This design comes from an exercise in tuning for small area, a short achievable clock period and few clock cycles per item on the open sky130 flow, not from production work.
Only simulation tests tie the RTL to the original design; equivalence was not proved.

== onyx ==
// temperature_calculator
module temperature_calculator (
  input  logic               clk,
  input  logic               rst_n,
  input  logic               start,
  input  logic [31:0]        tc_base,
  input  logic [7:0]         tc_ref,
  input  logic [15:0]        adc_data,
  output logic               busy,
  output logic               done,
  output logic               div_zero,
  output logic signed [31:0] tempc
);
  logic [31:0] p;       
  logic [15:0] r;       
  logic [17:0] x;       
  logic [16:0] m3;      
  logic [15:0] a;       
  logic [7:0]  hl;      
  logic [5:0]  kb;      
  logic [3:0]  sh;      
  logic [3:0]  cnt;     
  logic        ph;      
  logic        first;   
  logic [2:0]  sa, sb;  
  logic        fdiv;    
  logic        satf;    
  logic        last;    
  logic        sgn;
  assign tempc = p;
  function automatic logic [2:0] onehot3(input logic [1:0] v);
    onehot3 = {v == 2'd3, v == 2'd2, v == 2'd1};
  endfunction
  logic [14:0] mag_in;
  logic [5:0]  bl_base;
  logic [3:0]  sref;
  logic [3:0]  rh_in, rl_in;
  logic        base_zero, ref_zero, mag_zero;
  logic [31:0] p_in;
  assign mag_in    = adc_data[14:0];
  assign rh_in     = tc_ref[7:4];
  assign rl_in     = tc_ref[3:0];
  assign base_zero = (tc_base == 32'd0);
  assign ref_zero  = (tc_ref == 8'd0);
  assign mag_zero  = (mag_in == 15'd0);
  always_comb begin
    bl_base = 6'd0;
    for (int i = 0; i < 32; i++) if (tc_base[i]) bl_base = 6'(i + 1);
    if      (tc_ref >= 8'd182) sref = 4'd0;
    else if (tc_ref >= 8'd128) sref = 4'd1;
  ...
Size in the first run: about 140 flip-flops, about 0.014 mm2 of cells after synthesis.
clock: 8.5 ns
lec_check: 0
cap_margin: 20
core_margin: 2
core_utilization: 40
cts_buf_list: sky130_fd_sc_hd__clkbuf_4 sky130_fd_sc_hd__clkbuf_8
place_density: 0.75
setup_slack_margin: 5
slew_margin: 20
standard.sh (not shown) runs the stock make flow with config.mk's settings and CLKGATE_MAP_FILE= SYNTH_SCRIPT=/design/flow/synth_recipe.tcl, a recipe that flattens the netlist after the stock synthesis.
==> flow/flow/run.sh <==
#!/bin/bash
# Standard layout with buf_4 port buffers.
export BUFFER_PORTS_ARGS="-buffer_cell sky130_fd_sc_hd__buf_4"
bash standard.sh > standard_run.log 2>&1
onyx | status: complete | timing, DRC, antenna: pass
Testbench counts of onyx, summed over its fixed seeds: cycles 10,650, items 960.
diff inputs: onyx => maple
- a deleted PLACE_DENSITY that had been 0.75
- a change of SETUP_SLACK_MARGIN from 5 to 4.8
==> results.txt <==
Higher global routing usage on met3 goes to maple over onyx.
Compared with onyx, maple improves via count.
Between maple and onyx, it is maple whose non-clock buffer total of the final layout is lower, by 45.
Against onyx, maple comes in 4 higher on top fanout value on the critical path.
Final clock period utilization by the worst path ended up 0.38 points lower on maple than on onyx.
Looking at post-CTS repair timing setup buffer count across maple and onyx, the one that comes out higher is onyx.
Between maple and onyx, the final layout net count is lower for maple.
From onyx to maple the numbers moved as follows: via count of the first global-routing pass saw a decrease.
A worst setup path endpoint of m3[16]$_DFFE_PP_ is what onyx shows, while p[26]$_DFFE_PN0P_ belongs to maple.
The following lists how zinc was set up differently from maple:
- SETUP_SLACK_MARGIN: 4.8 -> 4.5
Notes after the runs:
Net total in the final layout of zinc falls short of that of maple slightly.
Changes observed in zinc relative to maple: maximum frequency lost about 7%, global-route usage decreased 0.53 points.
For the sequential share of layout area, zinc came in 0.49 points higher than maple did.
zinc vs maple, global-route track usage on met3 went down by 1.2 points.
The slowest library cell on the worst path comes out sky130_fd_sc_hd__or4_1 in one run and sky130_fd_sc_hd__o41a_1 in the other, namely in maple and zinc respectively.
--- input diff zinc..cedar ---
- SETUP_SLACK_MARGIN changed from 4.5 to 5
==> results.txt <==
Compared with zinc, via count in cedar increased by a few percent. Looking at standard cell with the maximum stage delay on the critical path, the sky130_fd_sc_hd__or4_4 result is from cedar; the sky130_fd_sc_hd__o41a_1 one comes from zinc. For cedar, the startpoint of the most critical setup path was p[9]$_DFFE_PN0P_, unlike zinc, where it was adc_data[1]. zinc → cedar: met1 routing resource usage after global routing went down, routed metal-1 wire length saw a decrease, wire length of the first global-routing pass now sits higher.

========
The RTL this note starts from:
==> flow/design.v <==
module temperature_calculator (
  input  logic               clk,
  input  logic               rst_n,
  input  logic               start,
  input  logic [31:0]        tc_base,
  input  logic [7:0]         tc_ref,
  input  logic [15:0]        adc_data,
  output logic               busy,
  output logic               done,
  output logic               div_zero,
  output logic signed [31:0] tempc
);
  logic [31:0] p;       
  logic [15:0] r;       
  logic [17:0] x;       
  logic [16:0] m3;      
  logic [15:0] a;       
  logic [7:0]  hl;      
  logic [5:0]  kb;      
  logic [3:0]  sh;      
  logic [3:0]  cnt;     
  logic        ph;      
  logic        first;   
  logic [2:0]  sa, sb;  
  logic        fdiv;    
  logic        satf;    
  logic        last;    
  logic        sgn;
  assign tempc = p;
  function automatic logic [2:0] onehot3(input logic [1:0] v);
    onehot3 = {v == 2'd3, v == 2'd2, v == 2'd1};
  endfunction
  logic [14:0] mag_in;
  logic [5:0]  bl_base;
  logic [3:0]  sref;
  logic [3:0]  rh_in, rl_in;
  logic        base_zero, ref_zero, mag_zero;
  logic [31:0] p_in;
  assign mag_in    = adc_data[14:0];
  assign rh_in     = tc_ref[7:4];
  assign rl_in     = tc_ref[3:0];
  assign base_zero = (tc_base == 32'd0);
  assign ref_zero  = (tc_ref == 8'd0);
  assign mag_zero  = (mag_in == 15'd0);
  always_comb begin
    bl_base = 6'd0;
    for (int i = 0; i < 32; i++) if (tc_base[i]) bl_base = 6'(i + 1);
    if      (tc_ref >= 8'd182) sref = 4'd0;
    else if (tc_ref >= 8'd128) sref = 4'd1;
    else if (tc_ref >= 8'd91)  sref = 4'd2;
    else if (tc_ref >= 8'd64)  sref = 4'd3;
    else if (tc_ref >= 8'd46)  sref = 4'd4;
    else if (tc_ref >= 8'd32)  sref = 4'd5;
    else if (tc_ref >= 8'd23)  sref = 4'd6;
    else if (tc_ref >= 8'd16)  sref = 4'd7;
    else if (tc_ref >= 8'd12)  sref = 4'd8;
    else if (tc_ref >= 8'd8)   sref = 4'd9;
    else if (tc_ref >= 8'd6)   sref = 4'd10;
    else if (tc_ref >= 8'd4)   sref = 4'd11;
    else if (tc_ref >= 8'd3)   sref = 4'd12;
    else if (tc_ref >= 8'd2)   sref = 4'd13;
    else                       sref = 4'd15;
    if (ref_zero)
      p_in = mag_zero ? 32'd0 : (adc_data[15] ? 32'h8000_0001 : 32'h7FFF_FFFF);
    else
      p_in = tc_base;
  end
  logic [16:0] pp0, pp1;
  logic [18:0] s;
  always_comb begin
    pp0 = ({17{sa[0]}} & {2'd0, x[14:0]}) | ({17{sa[1]}} & {1'd0, x[14:0], 1'b0})
        | ({17{sa[2]}} & m3);
    pp1 = ({17{sb[0]}} & {2'd0, x[14:0]}) | ({17{sb[1]}} & {1'd0, x[14:0], 1'b0})
        | ({17{sb[2]}} & m3);
  end
  assign s = {4'b0, first ? 15'd0 : r[14:0]} + {2'b0, pp0} + {pp1, 2'b0};
  logic [17:0] bsum;
  assign bsum = {2'd0, a} + (first ? {5'd0, hl, 5'd0} : {1'b0, a, 1'b0});
  logic [6:0] ks, k_raw;
  logic [3:0] nst;
  assign ks    = {1'b0, kb} + {3'd0, sh};
  assign k_raw = (x[14] || sh == 4'd0) ? ks : ks - 7'd1;
  always_comb begin
    if (k_raw > 7'd28)      nst = 4'd8;
    else if (k_raw <= 7'd8) nst = 4'd2;
    else                    nst = 4'((k_raw + 7'd3) >> 2);
  end
  logic sat_early;
  assign sat_early = (x[14] && ks >= 7'd34) || (x[13] && ks >= 7'd35) || (x[12] && ks >= 7'd36);
  logic [17:0] t;
  logic [18:0] d1, d2, d3;
  assign t  = {r, p[31:30]};
  assign d1 = {1'b0, t} - {3'b0, a};
  assign d2 = {1'b0, t} - {2'b0, a, 1'b0};
  assign d3 = {1'b0, t} - {1'b0, x};
  logic [1:0]  dig;
  logic [15:0] rn;
  always_comb begin
    if (!d3[18])      begin dig = 2'd3; rn = d3[15:0]; end
    else if (!d2[18]) begin dig = 2'd2; rn = d2[15:0]; end
    else if (!d1[18]) begin dig = 2'd1; rn = d1[15:0]; end
    else              begin dig = 2'd0; rn = t[15:0];  end
  end
  logic [31:0] satval, fin;
  logic [29:0] pneg;
  logic        sat;
  assign satval = sgn ? 32'h8000_0001 : 32'h7FFF_FFFF;
  assign pneg   = ~p[29:0] + 30'd1;
  assign sat    = p[29] || satf;
  always_comb begin
    if (sat)            fin = satval;
    else if (!sgn)      fin = {p[29:0], dig};
    else if (d1[18])    fin = {pneg, 2'b00};                
    else                fin = {~p[29:0], 2'(~dig + 2'd1)};
  end
  logic start_ok, run;
  assign start_ok = start && !busy;
  assign run      = busy && !done;
  always_ff @(posedge clk) begin
    r <= ph ? rn : {1'b0, s[18:4]};
  end
  always_ff @(posedge clk) begin
    if (start_ok) begin
      x     <= {3'd0, mag_in};
      m3    <= {2'd0, mag_in} + {1'd0, mag_in, 1'b0};
      a     <= {8'(rh_in) * 8'(rh_in), 8'(rl_in) * 8'(rl_in)};
      hl    <= 8'(rh_in) * 8'(rl_in);
      kb    <= bl_base;
      sa    <= onehot3(tc_base[1:0]);
      sb    <= onehot3(tc_base[3:2]);
      fdiv  <= 1'b0;
      satf  <= 1'b0;
      sh    <= sref;
      sgn   <= adc_data[15];
      ph    <= 1'b0;
      first <= 1'b1;
      cnt   <= 4'd0;
    end else if (run) begin
      if (!ph) begin
        first <= 1'b0;
        cnt   <= cnt + 4'd1;
        sa    <= onehot3(p[5:4]);
        sb    <= onehot3(p[7:6]);
        if (first) begin
          a  <= bsum[15:0];
          kb <= {2'd0, nst};
          if (sat_early) begin
            ph   <= 1'b1;
            satf <= 1'b1;
            last <= 1'b1;
          end
        end else if (cnt + 4'd1 == kb[3:0]) begin
          ph   <= 1'b1;
          fdiv <= (kb[3:0] == 4'd8);
          x    <= bsum;
          cnt  <= 4'({kb[3:0], 1'b0} - 5'd1);
          last <= 1'b0;
        end
      end else begin
        cnt  <= cnt - 4'd1;
        fdiv <= 1'b0;
        satf <= fdiv && !d2[18];
        last <= (cnt == 4'd1) || (fdiv && !d2[18]);
      end
    end
  end
  always_ff @(posedge clk or negedge rst_n) begin
    if (!rst_n) begin
      busy     <= 1'b0;
      done     <= 1'b0;
      div_zero <= 1'b0;
      p        <= 32'd0;
    end else if (!busy) begin
      busy <= start;
      if (start) begin
        div_zero <= ref_zero;
        p        <= p_in;
        done     <= base_zero || ref_zero;
      end
    end else if (done) begin
      busy <= 1'b0;
      done <= 1'b0;
    end else if (!ph) begin
      p <= {s[3:0], p[31:4]};
    end else if (last) begin
      p    <= fin;
      done <= 1'b1;
    end else begin
      p <= {p[29:0], dig};
    end
  end
endmodule
==> flow/config.mk <==
export PLATFORM = sky130hd
export DESIGN_NAME = temperature_calculator
export DESIGN_NICKNAME = temperature_calculator
export VERILOG_FILES = /design/flow/design.v
export SDC_FILE = /design/flow/constraint.sdc
export NUM_CORES = 4
export LEC_CHECK = 0
export CAP_MARGIN = 20
export CORE_MARGIN = 2
export CORE_UTILIZATION = 40
export CTS_BUF_LIST = sky130_fd_sc_hd__clkbuf_4 sky130_fd_sc_hd__clkbuf_8
export SETUP_SLACK_MARGIN = 5
export SLEW_MARGIN = 20
==> flow/constraint.sdc <==
create_clock -name core_clock -period 8.5 [get_ports {clk}]
set_input_delay 1.7000 -clock core_clock [delete_from_list [all_inputs] [get_ports {clk}]]
set_output_delay 1.7000 -clock core_clock [all_outputs]
set_load 0.01 [all_outputs]
Scripts as last shown in full above: flow/flow/run.sh
Testbench counts at the start, summed over its fixed seeds: cycles 10,545, items 960.
Edit:
--- a/flow/config.mk
+++ b/flow/config.mk
@@ -10,4 +10,4 @@
 export CORE_UTILIZATION = 40
 export CTS_BUF_LIST = sky130_fd_sc_hd__clkbuf_4 sky130_fd_sc_hd__clkbuf_8
-export SETUP_SLACK_MARGIN = 5
+export SETUP_SLACK_MARGIN = 4.8
 export SLEW_MARGIN = 20
After rerunning: The changed run went through all stages and came out clean. Area after synthesis is unchanged. Design area drops by about 3%. Synthesized cell count stays the same. Via count drops by about 1.3%. Count of clock-buffer cells in the layout drops by 4. Hold slack is better by 0.0066 ns. Setup slack is worse by 0.0069 ns. Clock skew climbs by 0.0065 ns.

[static timing again, ports no longer ideal]
The flow's constraints put no driver on any port. The routed layouts listed below were extracted and timed again, unchanged, in two steps. Step 1 sets driving cells, clkbuf_16 on the clock port and buf_2 on the other inputs (assumed; they add their load-dependent delay and slew). Step 2 adds t to the input delays and takes it off the output delays; t is the mean of the earliest and latest rising clock arrival at the registers after step 1. Input paths then give back, and output paths get back, about the clock's delay inside the block. a / b / c = ideal ports / drivers / drivers and shift; a / b = the first two.
| run | shift t [ns] | setup slack, ns | slew at the worst register clock pin (ns) | pins driven straight from the clock port |
|---|---|---|---|---|
| onyx | 0.512 | 4.843 / 4.842 / 4.331 | 0.10 / 0.10 | 1 |
| maple | 0.528 | 4.875 / 4.875 / 4.359 | 0.10 / 0.10 | 1 |
| zinc | 0.512 | 4.611 / 4.636 / 4.125 | 0.09 / 0.09 | 1 |
| cedar | 0.529 | 4.936 / 4.936 / 4.451 | 0.09 / 0.09 | 1 |
| the first run of note 2 | 0.536 | 4.806 / 4.815 / 4.279 | 0.09 / 0.09 | 1 |
| the second run of note 2 | 0.546 | 4.799 / 4.816 / 4.270 | 0.10 / 0.10 | 1 |
After both steps every run listed still meets setup and hold. For the second run of note 2, which loses most, drivers alone change the setup slack by +0.017 ns; drivers and shift together by -0.529 ns.
